This design comes from an exercise in tuning for small area, a short achievable clock period and few clock cycles per item on the open sky130 flow, not from production work. In this exercise RTL edits were held to simulation tests only and were not proved equivalent to the original. Power and IR drop assume default switching activity.

==> flow/config.mk <==
export PLATFORM = sky130hd
export DESIGN_NAME = cave_automaton_5x5_step_top
export DESIGN_NICKNAME = cave_automaton_5x5_step_top
export VERILOG_FILES = /design/flow/design.v
export SDC_FILE = /design/flow/constraint.sdc
export NUM_CORES = 4
export LEC_CHECK = 0
export CAP_MARGIN = 20
export CORE_MARGIN = 2
export CORE_UTILIZATION = 40
export SLEW_MARGIN = 20
==> flow/constraint.sdc <==
create_clock -name core_clock -period 8.0 [get_ports {clk}]
set_input_delay 1.6000 -clock core_clock [delete_from_list [all_inputs] [get_ports {clk}]]
set_output_delay 1.6000 -clock core_clock [all_outputs]
set_load 0.01 [all_outputs]
==> flow/design.v <==
`default_nettype none
package cave5_pkg;
  localparam int WidthW  = 7;
  localparam int HeightW = 12;
  localparam int NearW   = 4;
  localparam int FarW    = 5;
  localparam int AddrW   = 4;
  localparam int DataW   = 32;
  localparam logic [WidthW-1:0]  MinWidth  = 7'd3;
  localparam logic [HeightW-1:0] MinHeight = 12'd3;
  localparam logic [WidthW-1:0]  RstWidth  = 7'd44;
  localparam logic [HeightW-1:0] RstHeight = 12'd74;
  localparam logic [NearW-1:0]   RstNear   = 4'd5;
  localparam logic [FarW-1:0]    RstFar    = 5'd2;
  typedef enum logic [1:0] {
    RegMapWidth  = 2'd0,
    RegMapHeight = 2'd1,
    RegNearThr   = 2'd2,
    RegFarLim    = 2'd3
  } reg_idx_t;
  typedef enum logic [2:0] {
    PhLower = 3'b001,
    PhUpper = 3'b010,
    PhLast  = 3'b100
  } phase_t;
  typedef struct packed {
    logic [WidthW-1:0]  width;
    logic [HeightW-1:0] height;
    logic [NearW-1:0]   near_thr;
    logic [FarW-1:0]    far_lim;
  } cave5_cfg_t;
  function automatic logic [1:0] cnt3(input logic [2:0] v);
    cnt3 = {1'b0, v[0]} + {1'b0, v[1]} + {1'b0, v[2]};
  endfunction
endpackage
`default_nettype wire
`default_nettype none
module cave5_cfg #(
  parameter int MAX_WIDTH = 64
) (
  input  wire logic                          clk,
  input  wire logic                          rst_n,
  input  wire logic                          psel,
  input  wire logic                          penable,
  input  wire logic                          pwrite,
  input  wire logic [cave5_pkg::AddrW-1:0]   paddr,
  input  wire logic [cave5_pkg::DataW-1:0]   pwdata,
  output logic      [cave5_pkg::DataW-1:0]   prdata,
  output logic                               pready,
  output cave5_pkg::cave5_cfg_t              cfg
);
  logic [cave5_pkg::WidthW-1:0]  width_r;
  logic [cave5_pkg::HeightW-1:0] height_r;
  logic [cave5_pkg::NearW-1:0]   near_r;
  logic [cave5_pkg::FarW-1:0]    far_r;
  cave5_pkg::reg_idx_t           idx;
  logic                          wr_en;
  localparam logic [cave5_pkg::WidthW-1:0] MaxW = cave5_pkg::WidthW'(MAX_WIDTH);
  assign idx    = cave5_pkg::reg_idx_t'(paddr[3:2]);
  assign pready = 1'b1;
  assign wr_en  = psel && penable && pwrite && pready;
  always_ff @(posedge clk) begin
    if (!rst_n) begin
      width_r  <= cave5_pkg::RstWidth;
      height_r <= cave5_pkg::RstHeight;
      near_r   <= cave5_pkg::RstNear;
      far_r    <= cave5_pkg::RstFar;
    end else if (wr_en) begin
      case (idx)
        cave5_pkg::RegMapWidth:  width_r  <= pwdata[cave5_pkg::WidthW-1:0];
        cave5_pkg::RegMapHeight: height_r <= pwdata[cave5_pkg::HeightW-1:0];
        cave5_pkg::RegNearThr:   near_r   <= pwdata[cave5_pkg::NearW-1:0];
        cave5_pkg::RegFarLim:    far_r    <= pwdata[cave5_pkg::FarW-1:0];
        default: ;
      endcase
    end
  end
  always_comb begin
    case (idx)
      cave5_pkg::RegMapWidth:  prdata = cave5_pkg::DataW'(width_r);
      cave5_pkg::RegMapHeight: prdata = cave5_pkg::DataW'(height_r);
      cave5_pkg::RegNearThr:   prdata = cave5_pkg::DataW'(near_r);
      cave5_pkg::RegFarLim:    prdata = cave5_pkg::DataW'(far_r);
      default:                 prdata = '0;
    endcase
  end
  always_comb begin
    if (width_r < cave5_pkg::MinWidth) begin
      cfg.width = cave5_pkg::MinWidth;
    end else if (width_r > MaxW) begin
      cfg.width = MaxW;
    end else begin
      cfg.width = width_r;
    end
    cfg.height   = (height_r < cave5_pkg::MinHeight) ? cave5_pkg::MinHeight : height_r;
    cfg.near_thr = near_r;
    cfg.far_lim  = far_r;
  end
endmodule
`default_nettype wire
`default_nettype none
module cave5_line #(
  parameter int MAX_WIDTH = 64
) (
  input  wire logic [4:0][MAX_WIDTH-1:0]       rows,
  input  wire logic [MAX_WIDTH-1:0]            wmask,
  input  wire logic [cave5_pkg::WidthW-1:0]    width,
  input  wire logic [cave5_pkg::NearW-1:0]     near_thr,
  input  wire logic [cave5_pkg::FarW-1:0]      far_lim,
  output logic      [MAX_WIDTH-1:0]            res
);
  logic [4:0][MAX_WIDTH+3:0] pad;
  for (genvar r = 0; r < 5; r++) begin : g_pad
    assign pad[r] = {2'b00, rows[r], 2'b00};
  end
  for (genvar x = 0; x < MAX_WIDTH; x++) begin : g_cell
    localparam logic [cave5_pkg::WidthW-1:0] XP2 = cave5_pkg::WidthW'(x + 2);
    localparam bit NotFirst = (x != 0);
    logic [3:0] near_cnt;
    logic [3:0] ring_cnt;
    logic [4:0] far_cnt;
    logic       wall;
    logic       interior;
    assign near_cnt = {2'b00, cave5_pkg::cnt3(pad[1][x+3:x+1])}
                    + {2'b00, cave5_pkg::cnt3(pad[2][x+3:x+1])}
                    + {2'b00, cave5_pkg::cnt3(pad[3][x+3:x+1])};
    assign ring_cnt = {2'b00, cave5_pkg::cnt3(pad[0][x+3:x+1])}
                    + {2'b00, cave5_pkg::cnt3(pad[4][x+3:x+1])}
                    + {2'b00, cave5_pkg::cnt3({pad[1][x], pad[2][x], pad[3][x]})}
                    + {2'b00, cave5_pkg::cnt3({pad[1][x+4], pad[2][x+4], pad[3][x+4]})};
    assign far_cnt  = {1'b0, near_cnt} + {1'b0, ring_cnt};
    assign wall     = (near_cnt >= near_thr) || (far_cnt <= far_lim);
    assign interior = NotFirst && (XP2 <= width);
    assign res[x]   = wmask[x] & (interior ? wall : rows[2][x]);
  end
endmodule
`default_nettype wire
`default_nettype none
module cave_automaton_5x5_step_top #(
  parameter int MAX_WIDTH = 64
) (
  input  wire logic                          clk,
  input  wire logic                          rst_n,
  input  wire logic                          in_valid,
  output logic                               in_stall,
  input  wire logic [MAX_WIDTH-1:0]          in_source_cells,
  output logic                               out_valid,
  input  wire logic                          out_stall,
  output logic      [MAX_WIDTH-1:0]          out_result_cells,
  output logic      [cave5_pkg::HeightW-1:0] out_line_index,
  output logic                               out_last_line,
  input  wire logic                          psel,
  input  wire logic                          penable,
  input  wire logic                          pwrite,
  input  wire logic [cave5_pkg::AddrW-1:0]   paddr,
  input  wire logic [cave5_pkg::DataW-1:0]   pwdata,
  output logic      [cave5_pkg::DataW-1:0]   prdata,
  output logic                               pready
);
  cave5_pkg::cave5_cfg_t cfg;
  logic [3:0][MAX_WIDTH-1:0]        store_r;
  logic [cave5_pkg::HeightW-1:0]    cnt_r;
  logic                             job_valid_r;
  logic                             job_last_r;
  cave5_pkg::phase_t                job_phase_r;
  logic [cave5_pkg::HeightW-1:0]    job_idx_r;
  logic [4:0][MAX_WIDTH-1:0]        job_win_r;
  logic                             out_valid_r;
  logic [MAX_WIDTH-1:0]             out_cells_r;
  logic [cave5_pkg::HeightW-1:0]    out_idx_r;
  logic                             out_last_r;
  logic [MAX_WIDTH-1:0]             wmask;
  logic [MAX_WIDTH-1:0]             cur;
  logic                             last_in;
  logic                             in_acc;
  logic                             out_load;
  logic                             job_emit;
  logic                             job_final;
  logic                             job_free;
  logic [4:0][MAX_WIDTH-1:0]        line_rows;
  logic [MAX_WIDTH-1:0]             line_res;
  logic [MAX_WIDTH-1:0]             res_cells;
  logic [cave5_pkg::HeightW-1:0]    res_idx;
  logic                             res_last;
  cave5_cfg #(
    .MAX_WIDTH (MAX_WIDTH)
  ) u_cfg (
    .clk     (clk),
    .rst_n   (rst_n),
    .psel    (psel),
    .penable (penable),
    .pwrite  (pwrite),
    .paddr   (paddr),
    .pwdata  (pwdata),
    .prdata  (prdata),
    .pready  (pready),
    .cfg     (cfg)
  );
  for (genvar x = 0; x < MAX_WIDTH; x++) begin : g_mask
    assign wmask[x] = cave5_pkg::WidthW'(x) < cfg.width;
  end
  assign cur       = in_source_cells & wmask;
  assign last_in   = cnt_r >= (cfg.height - 12'd1);
  assign out_load  = !out_valid_r || !out_stall;
  assign job_emit  = job_valid_r && out_load;
  assign job_final = !job_last_r || (job_phase_r == cave5_pkg::PhLast);
  assign job_free  = !job_valid_r || (out_load && job_final);
  assign in_stall  = !job_free;
  assign in_acc    = in_valid && job_free;
  always_ff @(posedge clk) begin
    if (!rst_n) begin
      store_r <= '0;
      cnt_r   <= '0;
    end else if (in_acc) begin
      if (last_in) begin
        store_r <= '0;
        cnt_r   <= '0;
      end else begin
        store_r <= {cur, store_r[3], store_r[2], store_r[1]};
        cnt_r   <= cnt_r + 12'd1;
      end
    end
  end
  always_ff @(posedge clk) begin
    if (!rst_n) begin
      job_valid_r <= 1'b0;
      job_last_r  <= 1'b0;
      job_phase_r <= cave5_pkg::PhLower;
    end else if (in_acc) begin
      job_valid_r <= cnt_r >= 12'd2;
      job_last_r  <= last_in;
      job_phase_r <= cave5_pkg::PhLower;
    end else if (job_emit) begin
      if (job_final) begin
        job_valid_r <= 1'b0;
      end else if (job_phase_r == cave5_pkg::PhLower) begin
        job_phase_r <= cave5_pkg::PhUpper;
      end else begin
        job_phase_r <= cave5_pkg::PhLast;
      end
    end
  end
  always_ff @(posedge clk) begin
    if (in_acc) begin
      job_idx_r <= cnt_r;
      job_win_r <= {cur, store_r[3], store_r[2], store_r[1], store_r[0]};
    end
  end
  always_comb begin
    if (job_phase_r == cave5_pkg::PhUpper) begin
      line_rows = {{MAX_WIDTH{1'b0}}, job_win_r[4], job_win_r[3], job_win_r[2], job_win_r[1]};
    end else begin
      line_rows = job_win_r;
    end
  end
  cave5_line #(
    .MAX_WIDTH (MAX_WIDTH)
  ) u_line (
    .rows     (line_rows),
    .wmask    (wmask),
    .width    (cfg.width),
    .near_thr (cfg.near_thr),
    .far_lim  (cfg.far_lim),
    .res      (line_res)
  );
  always_comb begin
    case (job_phase_r)
      cave5_pkg::PhLower: begin
        res_cells = (job_idx_r == 12'd2) ? (job_win_r[2] & wmask) : line_res;
        res_idx   = job_idx_r - 12'd2;
        res_last  = 1'b0;
      end
      cave5_pkg::PhUpper: begin
        res_cells = line_res;
        res_idx   = job_idx_r - 12'd1;
        res_last  = 1'b0;
      end
      cave5_pkg::PhLast: begin
        res_cells = job_win_r[4];
        res_idx   = job_idx_r;
        res_last  = 1'b1;
      end
      default: begin
        res_cells = '0;
        res_idx   = '0;
        res_last  = 1'b0;
      end
    endcase
  end
  always_ff @(posedge clk) begin
    if (!rst_n) begin
      out_valid_r <= 1'b0;
    end else if (out_load) begin
      out_valid_r <= job_valid_r;
    end
  end
  always_ff @(posedge clk) begin
    if (job_emit) begin
      out_cells_r <= res_cells;
      out_idx_r   <= res_idx;
      out_last_r  <= res_last;
    end
  end
  assign out_valid        = out_valid_r;
  assign out_result_cells = out_cells_r;
  assign out_line_index   = out_idx_r;
  assign out_last_line    = out_last_r;
endmodule
`default_nettype wire
==> flow/run.sh <==
#!/bin/bash
# synth_recipe.tcl (not shown) runs the flow's synth.tcl, then flattens the netlist and writes it again
# the make line also repeats each setting of config.mk as NAME=value (left out here)
make -C /OpenROAD-flow-scripts/flow DESIGN_CONFIG=/design/flow/config.mk WORK_HOME=/design/flow/orfs CLKGATE_MAP_FILE= SYNTH_SCRIPT=/design/flow/synth_recipe.tcl finish
==> summary.txt <==
- Status: timing/DRC/antenna clean
- Cts bufs inserted: 84
- DRT Pass-1 Iters: 5
- CTS sink count: 711
- Avg Cell Area, Syn: 10.2 um^2
- Ys Warns: 3
- First DRT Iteration DRCs: 3481
- Clock buffer depth: 3
- Setup repair after global routing missed its margin: false
- First-pass GRT wire length: 319000 um
- Nets: 9363
- CTS Hold Buffers Added: 0
- DRC Markers: 0
- Syn Inst Count: 7130
- Final setup violation count: 0
- Initial antenna violation count: 8
- Worst skew pair latency: 0.73 ns
- Final setup TNS: 0 ns
- Rows: 156
- Die width: 431 um
- Post-synth cell types: 77
- Fmax: 133 MHz
- Adder-Cell Fraction of Synth Area: 41.6%
- Post-synth EDFFs: 409
- Sequential fraction of the synthesis area: 25.1%
- Simple-gate share of the synthesized area: 8.78%
- Tot GR Track Use: 22.5%
- Largest family of logic cells by synthesized area: adder cells
- Type of origin of the critical path: register
- Slew HR: 29.3%
- GP Congestion: 0.914
- Max IR drop VDD: 156 uV
- Vias per cell: 5.29
- Final hold viol count: 0
- Post-synthesis register bit count: 711
- Final cell count without fillers: 9752
- Max Slew Vio Count: 0
- Synth area leader: fa_1
- Final Critical Period: 7.50 ns
- Vias in the first global route: 53700
- Max Cap Violations: 0
- CP arrival: 7.95 ns
- Inst Count DP: 9593
- Max FO, Critical Path: 59
- Post-CTS setup buffer count: 0
- DPL Wire Length: 157000 um
- DRT Wirelength: 206000 um
- Synth Area in XOR/XNOR: 2.64%
- Static leakage: 39.3 nW
- Worst EP required: 8.45 ns
- Starting Density: 40.3%
- Syn-to-layout area delta: 10.0%
- Mux contribution to synthesized area: 1.18%
- Placed Area: 77300 um^2
- Synthesized area: 72900 um^2
- Core outline area: 181000 um^2
- Synth Flop Type: edfxtp_1
- Power density of the placed cells: 286 nW/um^2
- Area contributors post-synth: fa_1 (22%), ha_1 (20%), edfxtp_1 (17%), dfxtp_1 (8.3%), inv_1 (6.6%)
- Setup Skew: 0.0311 ns
- Final clock period utilization by the worst path: 93.7%
- Die height: 431 um
- Fraction of registers with async set/reset: 0%
- Clock-pin transition on the worst setup and hold timing paths: 0.06 ns
- WL/cell: 21.2 um
- CTS tree: yes
- GRT Residual Overflow: 0
- WS Path Type: reg -> reg
- Synth top area share: 21.9%
- CP Capture Type: register
- Final ANT Viol Nets: 0
- Final Instance Area: 80200 um^2
- DR vias: 51600
- Largest net degree at the start of global routing: 118
- Die Footprint: 186000 um^2
- IO buf count: 175
- IO Count: 219
- H-tree lvl count: 3
- Worst hold path class: reg -> reg
- Synth Area in Compound Gates: 12.2%
- Layout cells sized above 1: 3.89%
- Fillers: 17000
- Slew @ Worst Pin: 1.05 ns
- CTS Root Cell: clkbuf_16
==> worst max-delay path, stage by stage (launching register included) <==
cell      delay, ns
dfxtp_1        0.46
nor3b_4        0.42
buf_4          0.40
buf_12         0.33
mux2i_1        0.59
inv_1          0.20
fa_1           0.52
inv_1          0.05
fa_1           0.47
inv_1          0.04
ha_1           0.28
fa_1           0.50
ha_1           0.17
inv_1          0.06
fa_1           0.48
inv_1          0.09
fa_1           0.46
a21o_1         0.19
a21o_1         0.17
ha_1           0.30
and3_1         0.17
a311oi_1       0.26
nand3_1        0.18
a221o_1        0.34
==> final timing paths <==
path	endpoint	startpoint	cells past startpoint	slack, ns
max	out_cells_r[22]	job_phase_r[1]	23	0.50
min	job_win_r[53]	store_r[53]	0	0.42
max reg2reg	out_cells_r[22]	job_phase_r[1]	23	0.50
min reg2reg	job_win_r[53]	store_r[53]	0	0.42
==> logic make-up after synthesis <==
kind of cell | Yosys count
other cells | 2
simple gates | 1409
buf+inv | 1475
mux | 81
compound gates | 1285
xor+xnor | 220
flops | 711
fa+ha+maj | 1947
==> what timing repair did <==
action	in CTS	in global routing
gates resized for setup	0	1
setup endpoints to repair	0	4
hold endpoints to repair	0	0
==> sequential cells by signal, indices dropped and copies added, names as in the netlist, 3 cells and up <==
name,cells
cnt_r,12
u_cfg.near_r,4
u_cfg.width_r,7
job_idx_r,12
out_cells_r,64
job_win_r,320
job_phase_r,3
u_cfg.height_r,12
u_cfg.far_r,5
store_r,256
out_idx_r,12
==> per-layer routing <==
metal,track usage (%),wire (um),vias to the layer above
li1,-,-,24300
met1,30.0,89900,25700
met2,37.2,96900,1262
met3,3.03,11400,304
met4,8.31,7980,8
met5,0,60,-
==> where the power goes <==
group          switching [mW]  internal, mW
clock network            1.70          2.39
registers              0.0986          4.18
logic                    7.73          6.82
==> per-stage QoR <==
stage / utilization, % / power [mW] / hold WS, ns / worst slack [ns]
3_5_place_dp: 42.7 / 18.8 / 0.415 / 0.381
4_1_cts: 44.3 / 23.1 / 0.417 / 0.346
6_report: 44.3 / 22.9 / 0.420 / 0.501
2_1_floorplan: - / 15.3 / 0.409 / 0.134
3_3_place_gp: 42.7 / 18.3 / 0.415 / 0.404
5_1_grt: 44.3 / 25.4 / 0.415 / 0.110
==> Yosys cell counts (12+ instances only) <==
master / n
inv_1: 1276
ha_1: 1149
nand2_1: 825
fa_1: 798
edfxtp_1: 409
a21oi_1: 321
dfxtp_1: 302
a21o_1: 262
a22o_1: 259
o21ai_0: 177
nor2_1: 138
xor2_1: 130
nor2b_1: 111
xnor2_1: 90
clkbuf_1: 82
nand2b_1: 78
mux2i_1: 75
and3_1: 68
and2_1: 56
nand3_1: 45
a31oi_1: 36
buf_2: 34
buf_6: 29
a32oi_1: 27
o211ai_1: 26
buf_4: 23
nand4_1: 19
a311oi_1: 18
a32o_1: 18
buf_8: 18
o21a_1: 18
a21boi_0: 14
a211oi_1: 13
a221o_1: 12
nor3_1: 12
nor4_1: 12
==> cells in the final DEF, fill, tap and decap left out, drive strengths merged, types with 36 or more instances in the layout <==
cell,netlist,layout
nand3,45,45
a22o,259,259
a21oi,321,321
and3,68,68
o21ai,189,189
dfxtp,302,302
buf,115,97
nand2b,78,78
fa,798,798
xnor2,90,90
ha,1149,1149
nor2b,111,111
inv,1277,1282
mux2i,75,75
clkbuf,82,105
clkdlybuf4s50,0,174
a21o,262,262
nand2,825,825
a31oi,36,36
edfxtp,409,409
xor2,130,130
and2,58,58
nor2,138,138
==> layout make-up <==
class | count | area, um^2 | area share, %
multi-input cells | 4963 | 48600 | 60.6
flip-flops and latches | 711 | 18300 | 22.9
inverters | 1278 | 4820 | 6.01
well taps | 2370 | 2970 | 3.70
repair buffers | 271 | 2570 | 3.20
clock buffers | 105 | 2290 | 2.86
clock inverters | 52 | 641 | 0.799
diodes | 2 | 5.00 | 0.00624
Testbench counts, summed over its fixed seeds: cycles 5,214, lines 4,820.

==> static timing again, ports no longer ideal <==
Ports are ideal in the flow. The routed layout listed here was re-timed in OpenROAD. Step 1 assumes that a clkbuf_16 drives the clock port and a buf_2 every other input. Step 2 moves the port delays by t, midway between the first and last clock arrival at a register: inputs arrive t later, outputs are due t later. That takes back most of the time a late clock gives input paths. a / b / c = no drivers / after step 1 / after step 2; a / b = the first two.
t (ns): 0.794
setup slack, ns: 0.501 / 0.501 / 0.501
latest minus earliest clock arrival (ns): 0.032 / 0.031
After both steps this run still meets setup and hold. For this run, drivers alone change the setup slack by 0.000 ns; drivers and shift together by 0.000 ns.
